Background: an optimization exercise with open tools, aiming at small area. Do not read the settings as production practice. Only simulation tests tie the RTL to the original design; equivalence was not proved. Power and IR drop assume default switching activity.

### flow/config.mk
export PLATFORM = sky130hd
export DESIGN_NAME = pulse_timing_top
export DESIGN_NICKNAME = pulse_timing_top
export VERILOG_FILES = /design/flow/design.v
export SDC_FILE = /design/flow/constraint.sdc
export NUM_CORES = 4
export LEC_CHECK = 0
export CAP_MARGIN = 20
export CORE_MARGIN = 2
export CORE_UTILIZATION = 40
export SLEW_MARGIN = 20
### flow/constraint.sdc
create_clock -name core_clock -period 6.0 [get_ports {clk_pll}]
set_input_delay 1.2000 -clock core_clock [delete_from_list [all_inputs] [get_ports {clk_pll}]]
set_output_delay 1.2000 -clock core_clock [all_outputs]
set_load 0.01 [all_outputs]
### flow/design.v
package pulse_pkg;
   typedef struct packed {
      logic [31:0] period;
      logic [31:0] sync_up;
      logic [31:0] p1width;
      logic [31:0] p2start;
      logic [31:0] att_down;
      logic [31:0] delay;
      logic [31:0] offres_delay;
      logic [6:0]  pp_pump;
      logic [6:0]  pp_probe;
      logic [6:0]  post_att;
      logic        double_pulse;
      logic        pump_on;
   } pulse_timing_t;
   typedef struct packed {
      logic [3:0]  addr;
      logic [31:0] data;
   } host_wr_t;
   typedef struct packed {
      logic        sync_on;
      logic        pulse_on;
      logic [6:0]  att1;
      logic [6:0]  att3;
      logic        record_start;
      logic        frame_start;
   } pulse_out_t;
endpackage
`timescale 1ns/1ps
module timing_loader
(
   input  logic          clk_pll,
   input  logic          resetn,
   input  logic          host_valid,
   input  pulse_pkg::host_wr_t      host_wr,
   output logic          host_ready,
   output logic          push,
   output pulse_pkg::pulse_timing_t push_data,
   input  logic          credit_return
);
   localparam int CRED_W = $clog2(4 + 1);
   logic              wr_acc;
   logic              commit_acc;
   logic [CRED_W-1:0] credits;
   pulse_pkg::pulse_timing_t     shadow;
   assign host_ready = (credits != '0);
   assign wr_acc     = host_valid && host_ready;
   assign commit_acc = wr_acc && (host_wr.addr == 4'd8);
   always_ff @(posedge clk_pll) begin
      if (resetn) begin
         shadow <= '0;
      end else if (wr_acc) begin
         case (host_wr.addr)
            4'd0:   shadow.period       <= host_wr.data;
            4'd1:  shadow.sync_up      <= host_wr.data;
            4'd2:  shadow.p1width      <= host_wr.data;
            4'd3:  shadow.p2start      <= host_wr.data;
            4'd4: shadow.att_down     <= host_wr.data;
            4'd5:    shadow.delay        <= host_wr.data;
            4'd6:   shadow.offres_delay <= host_wr.data;
            4'd7: begin
               shadow.pp_pump      <=
                  host_wr.data[0 +: $bits(shadow.pp_pump)];
               shadow.pp_probe     <=
                  host_wr.data[7 +: $bits(shadow.pp_probe)];
               shadow.post_att     <=
                  host_wr.data[14 +: $bits(shadow.post_att)];
               shadow.double_pulse <= host_wr.data[21];
               shadow.pump_on      <= host_wr.data[22];
            end
            default: ;
         endcase
      end
   end
   always_ff @(posedge clk_pll) begin
      if (resetn) begin
         push <= 1'b0;
      end else begin
         push <= commit_acc;
      end
   end
   always_ff @(posedge clk_pll) begin
      if (commit_acc) begin
         push_data <= shadow;
      end
   end
   always_ff @(posedge clk_pll) begin
      if (resetn) begin
         credits <= CRED_W'(4);
      end else begin
         credits <= credits - CRED_W'(commit_acc) + CRED_W'(credit_return);
      end
   end
endmodule
`timescale 1ns/1ps
module timing_fifo #(
   parameter int  DEPTH     = 4,
   parameter int  WIDTH     = 1
) (
   input  logic     clk_pll,
   input  logic     resetn,
   input  logic     push,
   input  logic [WIDTH-1:0] push_data,
   output logic     avail,
   output logic [WIDTH-1:0] head,
   input  logic     pop,
   output logic     credit_return
);
   localparam int PTR_W = (DEPTH > 1) ? $clog2(DEPTH) : 1;
   localparam int CNT_W = $clog2(DEPTH + 1);
   logic [WIDTH-1:0] mem [DEPTH];
   logic [PTR_W-1:0] wr_ptr;
   logic [PTR_W-1:0] rd_ptr;
   logic [CNT_W-1:0] count;
   logic             full;
   function automatic logic [PTR_W-1:0] ptr_inc(input logic [PTR_W-1:0] p);
      ptr_inc = (p == PTR_W'(DEPTH - 1)) ? '0 : p + 1'b1;
   endfunction
   assign avail = (count != '0);
   assign full  = (count == CNT_W'(DEPTH));
   assign head  = mem[rd_ptr];
   always_ff @(posedge clk_pll) begin
      if (push) begin
         mem[wr_ptr] <= push_data;
      end
   end
   always_ff @(posedge clk_pll) begin
      if (resetn) begin
         wr_ptr        <= '0;
         rd_ptr        <= '0;
         count         <= '0;
         credit_return <= 1'b0;
      end else begin
         if (push) begin
            wr_ptr <= ptr_inc(wr_ptr);
         end
         if (pop) begin
            rd_ptr <= ptr_inc(rd_ptr);
         end
         count         <= count + CNT_W'(push) - CNT_W'(pop);
         credit_return <= pop;
      end
   end
endmodule
`timescale 1ns/1ps
module pulse_sequencer
(
   input  logic          clk_pll,
   input  logic          resetn,
   input  logic          avail,
   input  pulse_pkg::pulse_timing_t head,
   output logic          pop,
   input  logic          pump,
   output pulse_pkg::pulse_out_t    pulse
);
   pulse_pkg::pulse_timing_t cur;
   logic          armed;
   logic [31:0]   counter;
   logic          frame_end;
   logic [31:0]   att1_end;
   logic [31:0]   att3_end;
   logic [31:0]   offres_end;
   logic [31:0]   rec_begin;
   logic          offres_win;
   pulse_pkg::pulse_out_t    pulse_nxt;
   assign frame_end = armed && (counter == cur.period);
   assign pop       = avail && (!armed || frame_end);
   assign att1_end   = cur.p1width + 32'd1;
   assign att3_end   = cur.sync_up - 32'(30);
   assign offres_end = cur.offres_delay + cur.p1width;
   assign rec_begin  = cur.sync_up + cur.delay;
   assign offres_win = cur.double_pulse &&
                       (counter > cur.offres_delay) &&
                       (counter < offres_end);
   always_comb begin
      pulse_nxt = '0;
      if (armed) begin
         pulse_nxt.sync_on = (counter < cur.sync_up);
         if (counter < cur.p1width) begin
            pulse_nxt.pulse_on = pump;
         end else if (counter < cur.p2start) begin
            pulse_nxt.pulse_on = 1'b0;
         end else if (counter < cur.sync_up) begin
            pulse_nxt.pulse_on = 1'b1;
         end else begin
            pulse_nxt.pulse_on = offres_win && !cur.pump_on;
         end
         if ((counter < att1_end) || (counter > cur.att_down)) begin
            pulse_nxt.att1 = cur.pp_pump;
         end else begin
            pulse_nxt.att1 = cur.pp_probe;
         end
         if ((counter < att3_end) || (counter > cur.att_down)) begin
            pulse_nxt.att3 = cur.post_att;
         end else begin
            pulse_nxt.att3 = '0;
         end
         pulse_nxt.record_start = (counter >= rec_begin) && (counter < cur.att_down);
         pulse_nxt.frame_start  = (counter == 32'd0);
      end
   end
   always_ff @(posedge clk_pll) begin
      if (resetn) begin
         armed   <= 1'b0;
         counter <= '0;
         pulse   <= '0;
      end else begin
         pulse <= pulse_nxt;
         if (pop) begin
            armed <= 1'b1;
         end
         if (!armed || frame_end) begin
            counter <= '0;
         end else begin
            counter <= counter + 32'd1;
         end
      end
   end
   always_ff @(posedge clk_pll) begin
      if (pop) begin
         cur <= head;
      end
   end
endmodule
`timescale 1ns/1ps
module pulse_timing_top
(
   input  logic       clk_pll,
   input  logic       resetn,
   input  logic       host_valid,
   input  logic [35:0] host_wr,
   output logic       host_ready,
   input  logic       pump,
   output logic [17:0] pulse
);
   logic          push;
   pulse_pkg::pulse_timing_t push_data;
   logic          credit_return;
   logic          avail;
   pulse_pkg::pulse_timing_t head;
   logic          pop;
   timing_loader i_loader (
      .clk_pll       (clk_pll),
      .resetn        (resetn),
      .host_valid    (host_valid),
      .host_wr       (host_wr),
      .host_ready    (host_ready),
      .push          (push),
      .push_data     (push_data),
      .credit_return (credit_return)
   );
   timing_fifo #(
      .DEPTH     (4),
      .WIDTH     ($bits(push_data))
   ) i_fifo (
      .clk_pll       (clk_pll),
      .resetn        (resetn),
      .push          (push),
      .push_data     (push_data),
      .avail         (avail),
      .head          (head),
      .pop           (pop),
      .credit_return (credit_return)
   );
   pulse_sequencer i_seq (
      .clk_pll (clk_pll),
      .resetn  (resetn),
      .avail   (avail),
      .head    (head),
      .pop     (pop),
      .pump    (pump),
      .pulse   (pulse)
   );
endmodule
### flow/run.sh
#!/bin/bash
# synth_recipe.tcl (not shown) runs the flow's synth.tcl, then flattens the netlist and writes it again
# the make line also repeats each setting of config.mk as NAME=value (left out here)
make -C /OpenROAD-flow-scripts/flow DESIGN_CONFIG=/design/flow/config.mk WORK_HOME=/design/flow/orfs CLKGATE_MAP_FILE= SYNTH_SCRIPT=/design/flow/synth_recipe.tcl finish
==> run summary <==
[power groups by stage]
stage | Combinational (µW) | Clock (µW) | Sequential, µW
6_report | 8690 | 11000 | 15600
5_1_grt | 9720 | 11700 | 15700
4_1_cts | 8790 | 11300 | 15600
3_5_place_dp | 8750 | 0 | 15900
3_3_place_gp | 8700 | 0 | 15900
2_1_floorplan | 6600 | 0 | 15600
[cell families after synthesis]
group / Yosys count
mux: 250
xor+xnor: 171
buf+inv: 379
flops: 1792
compound gates: 680
fa+ha+maj: 361
simple gates: 1033
[layer usage]
metal  part of all wire  GRT usage  vias to the layer above
met3              0.049    0.02663                      236
met2               0.48     0.3073                      898
met1               0.45     0.2576                    20180
met5                  0          0                        -
met4              0.023    0.04924                        0
li1                   -          -                    17920
[area by class of cell]
type                    instances  area, µm²  share of cell area
clock buffers                 241       4838             0.05903
clock inverters                83      970.9             0.01185
inverters                     198      747.0            0.009113
multi-input cells            2495      20380              0.2487
flip-flops and latches       1792      50770              0.6194
well taps                    2370       2965             0.03618
repair buffers                129       1294             0.01578
[worst max-delay path, stage by stage, from the launching register on]
cell and delay [ns]:
edfxtp_1 0.45, or3_1 0.42, or4_4 0.53, inv_2 0.09, nand2_4 0.07, nor3b_4 0.32, nand2_2 0.13, or4_4 0.48
nor2_1 0.14, xnor2_1 0.08, ha_1 0.31, nand4_1 0.08, nor2_1 0.18, nand4_1 0.16, or2_2 0.31, a31oi_1 0.25
a311oi_1 0.08, a22oi_1 0.18, buf_4 0.25, nor2_1 0.08
[layout by cell type, fill, tap and decap left out, types with 5 or more instances in the layout]
cell type,instances
ha_1,356
bufinv_16,17
o31ai_1,5
edfxtp_1,1482
o211ai_1,12
dfxtp_1,279
dfxtp_4,8
or3_1,13
a2111oi_0,9
inv_1,196
nand2_1,584
clkbuf_16,176
nor2b_1,27
nor2_1,120
xnor2_1,128
a21o_1,101
and3_1,14
o21bai_1,15
xor2_1,43
nand4_1,81
clkbuf_8,19
nor4_1,21
nand2b_1,21
nor3_1,42
buf_4,57
o21ai_0,93
a21oi_1,372
clkbuf_1,46
clkdlybuf4s50_1,57
clkinvlp_4,8
mux4_2,247
dfxtp_2,23
a211oi_1,16
clkinv_1,17
nand3_1,63
o21a_1,13
buf_12,14
or2_2,5
clkinv_2,27
[flip-flops by register name, summed over array words and instances, names as in the netlist, 2 cells and up]
register and flops:
i_fifo.rd_ptr 2, i_fifo.count 3, i_seq.counter 32, i_seq.pulse 18, i_loader.push_data 247, i_loader.credits 3, i_fifo.mem 988, i_loader.shadow 247
i_seq.cur 247, i_fifo.wr_ptr 2
[stage by stage]
stage / instances / setup TNS (ns) / utilization / hold slack, ns
floorplan: 4666 / -439.50 / - / 0.4081
global placement: 6984 / 0 / 0.4222 / 0.4106
detailed placement: 6984 / 0 / 0.4222 / 0.4125
CTS: 7308 / 0 / 0.4544 / 0.4182
global route: 7308 / 0 / 0.4545 / 0.4309
finish: 7308 / 0 / 0.4545 / 0.4229
[path summary, 6_finish.rpt]
path / start / cells after the start / to / slack [ns]
setup reg to reg: i_seq.cur[190] / 19 / i_seq.pulse[7] / 1.26
hold reg to reg: i_loader.shadow[143] / 0 / i_loader.push_data[143] / 0.42
setup / recovery: i_seq.cur[190] / 19 / i_seq.pulse[7] / 1.26
hold / removal: i_loader.shadow[143] / 0 / i_loader.push_data[143] / 0.42
==> results by group <==
Run status
  – Run status: no timing/DRC/antenna violations

Detailed routing
  – Vias/cell: 5.369
  – Router iterations before antenna repair: 5
  – # DRC: 0
  – Post-DRT Antenna Nets: 0
  – Routed WL: 171600 µm
  – Drt initial violations: 2919
  – Via Count: 39240
  – WL/cell: 23.48 µm

Timing
  – RSZ-0062 raised after global routing: false
  – Fin crit period: 4.741 ns
  – Fin. Hold Viols: 0
  – Least-Margin Pin Slew: 1.108 ns
  – Slew HR: 0.2594
  – Achievable Freq: 210.9 MHz
  – Part of the cycle the worst path needs: 0.7901
  – Endpoints failing setup: 0
  – Fin worst setup slack: 1.259 ns
  – Clock Skew: 0.03428 ns
  – Pins over their slew limit: 0

Place
  – Pre-CTS setup slack: 1.256 ns
  – GPL Wtd Cong: 0.8821
  – Port Buffers: 58
  – Hpwl dp: 107000 µm
  – Placed instance area: 0.07615 mm²

Clock tree
  – Hold-fix buffers, CTS: 0
  – H-tree depth: 4
  – CTS max path bufs: 3
  – Clock latency on the worst-skew pair: 0.81 ns
  – Clock Root Buffer: clkbuf_16
  – Postcts setup bufs: 0
  – CTS buffer count: 173
  – TritonCTS clock tree: built
  – Cts repair resizes: 0
  – Clk slew on worst S/H paths: 0.06 ns
  – Clock tree sinks: 1792

Synthesis
  – Synth cell types: 72
  – Mean Syn Cell Area: 15.53 µm²
  – Gate Count Post-Synth: 4666
  – Synth warnings: 3
  – Seq/Total Area, Yosys: 0.7000
  – Synth Area in Simple Gates: 0.06423
  – Main area contributors after synthesis: edfxtp_1 61%, dfxtp_1 8.6%, mux4_2 7.7%, ha_1 6.2%, nand2_1 3.0%
  – Share of the synthesized area in the top cell type: 0.6143
  – Post-synthesis register bit count: 1792
  – Area leader, netlist: edfxtp_1
  – Number of synthesized flops with an enable pin: 1482
  – Area share of xor/xnor cells in the synthesized design: 0.02067
  – Asr flop ratio synth: 0
  – Most frequent cells after synthesis: 1482 x edfxtp_1, 586 x nand2_1, 372 x a21oi_1
  – Cell area after synthesis: 0.07244 mm²
  – Most frequent cell after synthesis: edfxtp_1
  – Mux share of post-synthesis cell area: 0.07720
  – Largest family of logic cells by synthesized area: multiplexers
  – Ys flop type: edfxtp_1
  – Compound-Gate Fraction of Synth Area: 0.05511
  – Syn Nets: 5067
  – Synth Area in Adders: 0.06276

Power and ir drop
  – Maximum vdd drop: 0.3472 mV
  – Leak: 0.02867 µW
  – Internal power: 24950 µW
  – Pwr Density: 430.9 mW/mm²
  – Clock network fraction of total power: 0.312
  – Sequential share of power: 0.442
  – Switching portion of total power: 0.2935
  – Switching power: 10370 µW
  – Logic pwr share: 0.246
  – Tot Pwr: 35320 µW

Global routing
  – Vias in the first global route: 39870
  – Antenna violations before repair: 1
  – First-pass GRT wire length: 255400 µm
  – GRT Util Overall: 0.1858
  – GRT overflow: 0
  – Largest net degree at the start of global routing: 153

Floorplan
  – Initial Util: 0.4017
  – Die width: 429.6 µm
  – Die Y: 429.6 µm
  – Io pins: 59
  – Area of the core: 0.1804 mm²
  – Row cnt: 156
  – Die footprint: 0.1845 mm²

Setup path
  – Crit Path Category: register to register
  – Worst Setup End Kind: register
  – Crit Path Max Fanout: 7
  – CP arrival: 5.42 ns
  – Startpoint types: register
  – WP data required: 6.68 ns

Final layout
  – Diodes inserted: 0
  – FILL cells: 15680
  – Design Area, Final: 0.08197 mm²
  – Nets: 5190
  – P&R area growth vs syn: 13.15%
  – Share of cells above drive strength 1: 0.1318

Worst hold path
  – Worst min path class: register to register

Flow run
  – MaxCap Viol Count: 0

-- separate check: timing with driven ports --
How much do the figures lean on ideal ports? The routed layout below was timed once more, with nothing changed but the port constraints. Step 1 (the two cells are an assumption about what drives the block):
set clk [get_ports {clk_pll}]
set_driving_cell -lib_cell sky130_fd_sc_hd__clkbuf_16 $clk
set_driving_cell -lib_cell sky130_fd_sc_hd__buf_2 [delete_from_list [all_inputs] $clk]
Step 2 moves the port delays by t, midway between the first and last clock arrival at a register: inputs arrive t later, outputs are due t later. That takes back most of the time a late clock gives input paths. Three values: ideal, step 1, step 2; two values: the first two.
shift t [ns]: 0.883
slack for setup (ns): 1.259 / 1.259 / 1.259
hold WS [ns]: 0.423 / 0.423 / 0.423
latest minus earliest clock arrival (ns): 0.037 / 0.037
cell pins on the clock port's net: 1
After both steps this run still meets setup and hold. For this run, drivers alone change the setup slack by 0.000 ns; drivers and shift together by 0.000 ns.
